Source: an optimization exercise on an open RTL-to-GDS flow (aim: small area). Production flows keep margins and buffers that such runs may drop. At most, simulation tests tie the RTL to the original design; equivalence was not proved. Power and IR drop assume default switching activity.

==> inputs of run a <==
// gameControl
module gameControl #(
    parameter int TickCycles = 16
) (
    input  logic         clk,
    input  logic         rstReg,
    input  logic [1:0]   keyboardSignal,
    output logic [6:0]   score,
    output logic [2:0]   nextBlock,
    output logic [199:0] objects
);
==> module settledCell, before the edit <==
module settledCell #(
    parameter int Sources = 5
) (
    input  logic               clk,
    input  logic               keep,
    input  logic [Sources-1:0] take,
    input  logic [Sources-1:0] src,
    input  logic               pieceRow,
    input  logic               pieceCol,
    output logic               settled,
    output logic               object
);
    logic [5:0] term;
    logic nextValue;
    assign object = settled | (pieceRow & pieceCol);
    always_comb begin
        term = '0;
        term[0] = keep & settled;
        for (int k = 0; k < Sources; k++) begin
            term[k + 1] = take[k] & src[k];
        end
        nextValue = ~(~(term[0] | term[1] | term[2]) & ~(term[3] | term[4] | term[5]));
    end
    always_ff @(posedge clk) begin
        settled <= nextValue;
    end
endmodule
==> module settledStore, before the edit <==
module settledStore (
    input  logic         clk,
    input  logic [99:0]  take,
    input  logic         keep,
    input  logic [19:0]  inRange,
    input  logic [39:0]  rowMask,
    output logic [199:0] settled,
    output logic [199:0] objects
);
    for (genvar r = 0; r < 20; r++) begin : rows
        localparam int Sources = (r < 4) ? r + 1 : 5;
        for (genvar c = 0; c < 10; c++) begin : cols
            logic [Sources-1:0] take_;
            logic [Sources-1:0] src;
            for (genvar k = 0; k < Sources; k++) begin : srcs
                assign take_[k] = take[20*k + r];
                assign src[k] = objects[10*(r-k) + c];
            end
            settledCell #(
                .Sources(Sources)
            ) store (
                .clk     (clk),
                .keep    (keep),
                .take    (take_),
                .src     (src),
                .pieceRow(inRange[r]),
                .pieceCol(rowMask[10*(r % 4) + c]),
                .settled (settled[10*r + c]),
                .object  (objects[10*r + c])
            );
        end
    end
endmodule
==> module boardStore, before the edit <==
module boardStore (
    input  logic         clk,
    input  logic         rstReg,
    input  logic         commit,
    input  logic [1:0]   kind,
    input  logic         blocked,
    output logic [2:0]   next,
    output logic [1:0]   rot,
    output logic [4:0]   row,
    output logic [3:0]   col,
    output logic [199:0] settled,
    output logic [6:0]   score,
    output logic [2:0]   nextBlock,
    output logic [199:0] objects
);
    logic [4:0] rowReg;
    logic [3:0] colReg;
    logic [1:0] rotReg;
    logic [2:0] nextReg;
    logic [6:0] scoreReg;
    logic lock;
    logic accept;
    logic [19:0] inRange;
    logic [39:0] rowMask;
    logic [99:0] take;
    logic keep;
    logic [2:0] clearedRows;
    logic [6:0] scoreGain;
    assign next = nextReg;
    assign rot = rotReg;
    assign row = rowReg;
    assign col = colReg;
    assign lock = commit && blocked && (kind == tetrisPkg::MoveDrop);
    assign accept = commit && !blocked;
    pieceMask maskUnit (
        .next   (nextReg),
        .rot    (rotReg),
        .row    (rowReg),
        .col    (colReg),
        .inRange(inRange),
        .rowMask(rowMask)
    );
    rowClear clearUnit (
        .rstReg     (rstReg),
        .lock       (lock),
        .merged     (objects),
        .take       (take),
        .keep       (keep),
        .clearedRows(clearedRows)
    );
    settledStore cells (
        .clk    (clk),
        .take   (take),
        .keep   (keep),
        .inRange(inRange),
        .rowMask(rowMask),
        .settled(settled),
        .objects(objects)
    );
    assign scoreGain = 7'd1 + 7'd10 * 7'(clearedRows);
    always_ff @(posedge clk) begin
        if (rstReg) begin
            rowReg <= 5'(tetrisPkg::SpawnRow);
            colReg <= 4'(tetrisPkg::SpawnCol);
            rotReg <= 2'd0;
            scoreReg <= '0;
            nextReg <= 3'd1;
        end else if (lock) begin
            scoreReg <= scoreReg + scoreGain;
            rowReg <= 5'(tetrisPkg::SpawnRow);
            colReg <= 4'(tetrisPkg::SpawnCol);
            rotReg <= 2'd0;
            nextReg <= (nextReg == 3'(tetrisPkg::PieceCount - 1)) ? 3'd0 : nextReg + 1'b1;
        end else if (accept) begin
            case (kind)
                tetrisPkg::MoveLeft: colReg <= colReg - 1'b1;
                tetrisPkg::MoveRight: colReg <= colReg + 1'b1;
                tetrisPkg::MoveRotate: rotReg <= rotReg + 1'b1;
                default: rowReg <= rowReg + 1'b1;
            endcase
        end
    end
    assign score = scoreReg;
    assign nextBlock = nextReg;
endmodule
clock: 22.0 ns
lec_check: 0
abc_area: 1
cap_margin: 20
core_margin: 2
core_utilization: 40
cts_buf_list: sky130_fd_sc_hd__clkbuf_4
cts_cluster_diameter: 60
cts_cluster_size: 8
gpl_timing_driven: 0
slew_margin: 20
synth_hierarchical: 1
synth_minimum_keep_size: 0
standard.sh (not shown) runs the stock make flow with config.mk's settings and CLKGATE_MAP_FILE= SYNTH_SCRIPT=/design/flow/synth_recipe.tcl, a recipe that flattens the netlist after the stock synthesis.
==> flow/flow/run.sh <==
#!/bin/bash
set -euo pipefail
here=$(pwd)
rm -rf scripts
mkdir scripts
for f in "$FLOW_HOME"/scripts/*; do
    ln -s "$f" scripts/
done
rm scripts/abc_area.script
cp flow/abc_area.script scripts/abc_area.script
export SCRIPTS_DIR="$here/scripts"
export BUFFER_PORTS_ARGS="-buffer_cell sky130_fd_sc_hd__buf_1"
bash standard.sh > standard.log 2>&1
==> flow/flow/abc_area.script <==
strash
&get -n
&st
&dch -f
&nf -R 1000
&put
==> inputs of run b, as changes to run a <==
--- a/flow/design.v
+++ b/flow/design.v
@@ -337,29 +337,2 @@
 endmodule
-module settledCell #(
-    parameter int Sources = 5
-) (
-    input  logic               clk,
-    input  logic               keep,
-    input  logic [Sources-1:0] take,
-    input  logic [Sources-1:0] src,
-    input  logic               pieceRow,
-    input  logic               pieceCol,
-    output logic               settled,
-    output logic               object
-);
-    logic [5:0] term;
-    logic nextValue;
-    assign object = settled | (pieceRow & pieceCol);
-    always_comb begin
-        term = '0;
-        term[0] = keep & settled;
-        for (int k = 0; k < Sources; k++) begin
-            term[k + 1] = take[k] & src[k];
-        end
-        nextValue = ~(~(term[0] | term[1] | term[2]) & ~(term[3] | term[4] | term[5]));
-    end
-    always_ff @(posedge clk) begin
-        settled <= nextValue;
-    end
-endmodule
 module settledStore (
@@ -368,30 +341,21 @@
     input  logic         keep,
-    input  logic [19:0]  inRange,
-    input  logic [39:0]  rowMask,
-    output logic [199:0] settled,
-    output logic [199:0] objects
+    input  logic [199:0] merged,
+    output logic [199:0] settled
 );
-    for (genvar r = 0; r < 20; r++) begin : rows
-        localparam int Sources = (r < 4) ? r + 1 : 5;
-        for (genvar c = 0; c < 10; c++) begin : cols
-            logic [Sources-1:0] take_;
-            logic [Sources-1:0] src;
-            for (genvar k = 0; k < Sources; k++) begin : srcs
-                assign take_[k] = take[20*k + r];
-                assign src[k] = objects[10*(r-k) + c];
+    logic [199:0] settledNext;
+    always_comb begin
+        for (int r = 0; r < 20; r++) begin
+            for (int c = 0; c < 10; c++) begin
+                settledNext[10*r + c] = keep & settled[10*r + c];
+                for (int k = 0; k < 5; k++) begin
+                    if (r - k >= 0) begin
+                        settledNext[10*r + c] = settledNext[10*r + c] | (take[20*k + r] & merged[10*(r-k) + c]);
+                    end
+                end
             end
-            settledCell #(
-                .Sources(Sources)
-            ) store (
-                .clk     (clk),
-                .keep    (keep),
-                .take    (take_),
-                .src     (src),
-                .pieceRow(inRange[r]),
-                .pieceCol(rowMask[10*(r % 4) + c]),
-                .settled (settled[10*r + c]),
-                .object  (objects[10*r + c])
-            );
         end
     end
+    always_ff @(posedge clk) begin
+        settled <= settledNext;
+    end
 endmodule
@@ -439,2 +403,9 @@
     );
+    always_comb begin
+        for (int r = 0; r < 20; r++) begin
+            for (int c = 0; c < 10; c++) begin
+                objects[10*r + c] = settled[10*r + c] | (inRange[r] & rowMask[10*(r % 4) + c]);
+            end
+        end
+    end
     rowClear clearUnit (
@@ -451,6 +422,4 @@
         .keep   (keep),
-        .inRange(inRange),
-        .rowMask(rowMask),
-        .settled(settled),
-        .objects(objects)
+        .merged (objects),
+        .settled(settled)
     );
--- a/flow/config.mk
+++ b/flow/config.mk
@@ -12,7 +12,2 @@
 export CTS_BUF_LIST = sky130_fd_sc_hd__clkbuf_4
-export CTS_CLUSTER_DIAMETER = 60
-export CTS_CLUSTER_SIZE = 8
-export GPL_TIMING_DRIVEN = 0
 export SLEW_MARGIN = 20
-export SYNTH_HIERARCHICAL = 1
-export SYNTH_MINIMUM_KEEP_SIZE = 0
==> results by group <==
Detailed routing
  • Routed length on met2: 37300 um
  • Routed via count divided by cell count: 7.78
  • Highest metal layer with signal wires: met4

Status
  • Result of the run: timing/DRC/antenna clean

Finish
  • Design area: 19700 um^2
  • Largest reg by FF count: storeStage.cells.rows.cols.store.settled
  • Syn-to-layout area delta: 16.3%
  • Area of combinational cells with multiple inputs: 12400 um^2

Worst setup path
  • Critical R2R Capture: storeStage.cells.rows[8].cols[5].store.settled
  • Maximum single-stage delay on the critical path: 0.80 ns

Power
  • Sequential power: 0.472 mW
  • Total clock network power: 0.296 mW

Clock network
  • # H-tree levels: 2

Placement
  • Place WS: 9.03 ns

Yosys
  • Gate count after technology mapping: 2050
[end of results for run a]
==> results by group <==
Status
  • Result of the run: timing/DRC/antenna clean

Power
  • Total clock network power: 0.480 mW
  • Sequential power: 0.468 mW

GRT
  • GR Util met3: 0.167
  • Vias in the first global route: 24729

Clock network
  • Clock-pin slew reported for the worst setup and hold paths after clock tree synthesis: 0.06 ns
  • Source-to-sink clock delay at the later pin of the worst-skew pair: 0.90 ns

Worst setup path
  • Critical R2R Capture: storeStage.cells.settled[67]
  • Startpoint type of the worst setup path: register
  • Maximum single-stage delay on the critical path: 0.96 ns

Finish
  • Area of combinational cells with multiple inputs: 13000 um^2
  • Largest reg by FF count: storeStage.cells.settled
  • Syn-to-layout area delta: 19.5%
  • Design area: 22100 um^2

Detailed routing
  • Highest metal layer with signal wires: met5
  • Routed via count divided by cell count: 7.47
  • Routed length on met2: 48300 um

Yosys
  • Synthesized-area fraction occupied by ao, oa, aoi and oai cells: 0.448
  • Number of warnings issued by yosys: 7
  • Gate count after technology mapping: 2542
[end of results for run b]
Function not checked in run b: the RTL went through the layout flow alone.


==> 10-11: inputs <==
Another version of the RTL of gameControl (not shown whole).
==> flow/design.v (excerpt) <==
module gameControl #(
    parameter int TickCycles = 16
) (
    input  logic         clk,
    input  logic         rstReg,
    input  logic [1:0]   keyboardSignal,
    output logic [6:0]   score,
    output logic [2:0]   nextBlock,
    output logic [199:0] objects
);
==> module collisionCheck, before the edit <==
module collisionCheck (
    input  logic         clk,
    input  logic [1:0]   kind,
    input  logic [1:0]   busy,
    input  logic [2:0]   next,
    input  logic [1:0]   rot,
    input  logic [4:0]   row,
    input  logic [3:0]   col,
    input  logic [199:0] settled,
    output logic         blocked
);
    logic [5:0] off;
    logic [1:0] rotN;
    logic signed [2:0] dRow, dCol;
    logic signed [5:0] cellRow;
    logic signed [4:0] cellCol;
    logic [19:0] rowHot;
    logic [9:0] colHot;
    logic [9:0] rowBits;
    logic onBoard, hit, cellBlocked;
    logic acc;
    always_comb begin
        rotN = (kind == tetrisPkg::MoveRotate) ? rot + 2'd1 : rot;
        off = tetrisPkg::pieceCell(next, rotN, busy);
        dRow = $signed(off[5:3]) + ((kind == tetrisPkg::MoveDrop) ? 3'sd1 : 3'sd0);
        dCol = $signed(off[2:0]) + ((kind == tetrisPkg::MoveLeft) ? -3'sd1 : (kind == tetrisPkg::MoveRight) ? 3'sd1 : 3'sd0);
        cellRow = $signed({1'b0, row}) + dRow;
        cellCol = $signed({1'b0, col}) + dCol;
        for (int r = 0; r < 20; r++) rowHot[r] = (cellRow == 6'(r));
        for (int c = 0; c < 10; c++) colHot[c] = (cellCol == 5'(c));
        onBoard = (cellRow >= 0) && (cellRow < 20) && (cellCol >= 0) && (cellCol < 10);
        for (int c = 0; c < 10; c++) begin
            rowBits[c] = 1'b0;
            for (int r = 0; r < 20; r++) rowBits[c] = rowBits[c] | (rowHot[r] & settled[10*r + c]);
        end
        hit = |(colHot & rowBits);
        cellBlocked = ~onBoard | hit;
    end
    always_ff @(posedge clk) begin
        acc <= (busy == 2'd0) ? cellBlocked : (acc | cellBlocked);
    end
    assign blocked = acc | cellBlocked;
endmodule
export LEC_CHECK = 0
export ABC_AREA = 1
export CAP_MARGIN = 15
export CORE_MARGIN = 2
export CORE_UTILIZATION = 40
export CTS_BUF_LIST = sky130_fd_sc_hd__clkbuf_4
export CTS_CLUSTER_DIAMETER = 50
export CTS_CLUSTER_SIZE = 7
export GPL_TIMING_DRIVEN = 0
export SLEW_MARGIN = 15
export SYNTH_HIERARCHICAL = 1
export SYNTH_MINIMUM_KEEP_SIZE = 0
create_clock -name core_clock -period 22.0 [get_ports {clk}]
==> flow/flow/run.sh <==
#!/bin/bash
set -euo pipefail
here=$(pwd)
rm -rf scripts
mkdir scripts
for f in "$FLOW_HOME"/scripts/*; do
    ln -s "$f" scripts/
done
rm scripts/abc_area.script
cp flow/abc_area.script scripts/abc_area.script
export SCRIPTS_DIR="$here/scripts"
export ADDER_MAP_FILE=
export BUFFER_PORTS_ARGS="-buffer_cell sky130_fd_sc_hd__buf_1"
export CTS_ARGS="-sink_clustering_enable -repair_clock_nets -buf_list sky130_fd_sc_hd__clkbuf_4 -sink_clustering_size 7 -sink_clustering_max_diameter 50 -dont_use_dummy_load"
bash standard.sh > standard.log 2>&1
==> flow/flow/abc_area.script <==
strash
&get -n
&st
&deepsyn -I 4 -J 100
&dch -f
&nf -R 1000
&put
==> 01-08 (differences from 10-11) <==
--- a/flow/design.v
+++ b/flow/design.v
@@ -208,5 +208,10 @@
     logic [1:0] rotN;
-    logic signed [2:0] dRow, dCol;
-    logic signed [5:0] cellRow;
-    logic signed [4:0] cellCol;
+    logic [2:0] dRow;
+    logic [2:0] dCol;
+    logic [5:0] cellRow;
+    logic [4:0] cellCol;
+    logic [4:0] rowHi;
+    logic [3:0] rowLo;
+    logic [2:0] colHi;
+    logic [3:0] colLo;
     logic [19:0] rowHot;
@@ -214,3 +219,5 @@
     logic [9:0] rowBits;
-    logic onBoard, hit, cellBlocked;
+    logic [6:0] grp;
+    logic [3:0] cgrp;
+    logic cellBlocked;
     logic acc;
@@ -219,15 +226,26 @@
         off = tetrisPkg::pieceCell(next, rotN, busy);
-        dRow = $signed(off[5:3]) + ((kind == tetrisPkg::MoveDrop) ? 3'sd1 : 3'sd0);
-        dCol = $signed(off[2:0]) + ((kind == tetrisPkg::MoveLeft) ? -3'sd1 : (kind == tetrisPkg::MoveRight) ? 3'sd1 : 3'sd0);
-        cellRow = $signed({1'b0, row}) + dRow;
-        cellCol = $signed({1'b0, col}) + dCol;
-        for (int r = 0; r < 20; r++) rowHot[r] = (cellRow == 6'(r));
-        for (int c = 0; c < 10; c++) colHot[c] = (cellCol == 5'(c));
-        onBoard = (cellRow >= 0) && (cellRow < 20) && (cellCol >= 0) && (cellCol < 10);
+        dRow = off[5:3] + {2'b00, kind == tetrisPkg::MoveDrop};
+        dCol = off[2:0];
+        if (kind == tetrisPkg::MoveLeft) dCol = off[2:0] - 3'd1;
+        if (kind == tetrisPkg::MoveRight) dCol = off[2:0] + 3'd1;
+        cellRow = {1'b0, row} + {{3{dRow[2]}}, dRow};
+        cellCol = {1'b0, col} + {{2{dCol[2]}}, dCol};
+        for (int h = 0; h < 5; h++) rowHi[h] = (cellRow[5:2] == 4'(h));
+        for (int l = 0; l < 4; l++) rowLo[l] = (cellRow[1:0] == 2'(l));
+        for (int h = 0; h < 3; h++) colHi[h] = (cellCol[4:2] == 3'(h));
+        for (int l = 0; l < 4; l++) colLo[l] = (cellCol[1:0] == 2'(l));
+        for (int r = 0; r < 20; r++) rowHot[r] = rowHi[r / 4] & rowLo[r % 4];
+        for (int c = 0; c < 10; c++) colHot[c] = colHi[c / 4] & colLo[c % 4];
         for (int c = 0; c < 10; c++) begin
-            rowBits[c] = 1'b0;
-            for (int r = 0; r < 20; r++) rowBits[c] = rowBits[c] | (rowHot[r] & settled[10*r + c]);
+            for (int g = 0; g < 7; g++) begin
+                grp[g] = 1'b0;
+                for (int r = 3 * g; r < 3 * g + 3 && r < 20; r++) grp[g] = grp[g] | (rowHot[r] & settled[10*r + c]);
+            end
+            rowBits[c] = |grp;
         end
-        hit = |(colHot & rowBits);
-        cellBlocked = ~onBoard | hit;
+        for (int g = 0; g < 4; g++) begin
+            cgrp[g] = 1'b0;
+            for (int c = 3 * g; c < 3 * g + 3 && c < 10; c++) cgrp[g] = cgrp[g] | (colHot[c] & rowBits[c]);
+        end
+        cellBlocked = ~(|rowHot) | ~(|colHot) | (|cgrp);
     end
--- a/flow/flow/run.sh
+++ b/flow/flow/run.sh
@@ -13,3 +13,3 @@
 export BUFFER_PORTS_ARGS="-buffer_cell sky130_fd_sc_hd__buf_1"
-export CTS_ARGS="-sink_clustering_enable -repair_clock_nets -buf_list sky130_fd_sc_hd__clkbuf_4 -sink_clustering_size 7 -sink_clustering_max_diameter 50 -dont_use_dummy_load"
+export CTS_ARGS="-sink_clustering_enable -repair_clock_nets -buf_list sky130_fd_sc_hd__clkbuf_4 -sink_clustering_size 6 -sink_clustering_max_diameter 50 -dont_use_dummy_load"
 bash standard.sh > standard.log 2>&1
==> flow/flow/abc_area.script (replaced) <==
strash
&get -n
&st
&dch -f
&nf -R 1000
&put
--- a/flow/config.mk
+++ b/flow/config.mk
@@ -8,3 +8,3 @@
 export ABC_AREA = 1
-export CAP_MARGIN = 15
+export CAP_MARGIN = 20
 export CORE_MARGIN = 2
@@ -13,5 +13,5 @@
 export CTS_CLUSTER_DIAMETER = 50
-export CTS_CLUSTER_SIZE = 7
+export CTS_CLUSTER_SIZE = 6
 export GPL_TIMING_DRIVEN = 0
-export SLEW_MARGIN = 15
+export SLEW_MARGIN = 20
 export SYNTH_HIERARCHICAL = 1
==> results.py <==
metrics = {
    "final_layout": {
        "buffers_excl_clock": 235,
        "buffer_area_frac": 0.0614,
    },
    "timing": {
        "finClkSkew_ns": 0.106,
    },
    "run_status": {
        "status": "timing/DRC/antenna clean",
    },
    "power_and_ir_drop": {
        "combPwrFrac": 0.392,
    },
    "floorplan": {
        "start_util": 0.403,
    },
    "global_routing": {
        "grt_pass1_vias": 19500,
    },
}
(the above is from 10-11)
==> results.py <==
metrics = {
    "yosys": {
        "syn_area_per_cell_um2": 8.32,
    },
    "run_status": {
        "status": "timing/DRC/antenna clean",
    },
    "floorplan": {
        "start_util": 0.403,
    },
    "routing": {
        "routed_via_density": 7.78,
    },
    "power_and_ir_drop": {
        "combPwrFrac": 0.399,
    },
    "final_layout": {
        "buffer_area_frac": 0.0560,
        "buffers_excl_clock": 230,
    },
    "global_routing": {
        "grt_pass1_vias": 18900,
    },
    "timing": {
        "holdWs_ns": 0.447,
        "finClkSkew_ns": 0.115,
    },
}
(the above is from 01-08)

-- port drivers added, routing unchanged --
In the flow no input, the clock included, has a driving cell. The finished layouts below were timed again as built, in two steps.
Step 1: set_driving_cell puts a clkbuf_16 on clk and a buf_2 on each other input, an assumption about the parent block.
Step 2 adds t to the input delays and takes it off the output delays; t is the mean of the earliest and latest rising clock arrival at the registers after step 1. Input paths then give back, and output paths get back, about the clock's delay inside the block.
a / b / c = ideal ports / drivers / drivers and shift; a / b = the first two.
run | t, ns | setup WS [ns] | worst data-port slew with drivers (ns)
run a | 0.819 | 8.884 / 8.884 / 8.884 | 0.03
run b | 0.905 | 10.066 / 10.066 / 10.066 | 0.03
10-11 | 0.813 | 9.795 / 9.795 / 9.795 | 0.03
01-08 | 0.826 | 9.893 / 9.892 / 9.892 | 0.03
After both steps setup and hold are still met in every run listed. The setup slack of 01-08, which loses most, moves by -0.001 ns with the drivers and by -0.001 ns with both steps.
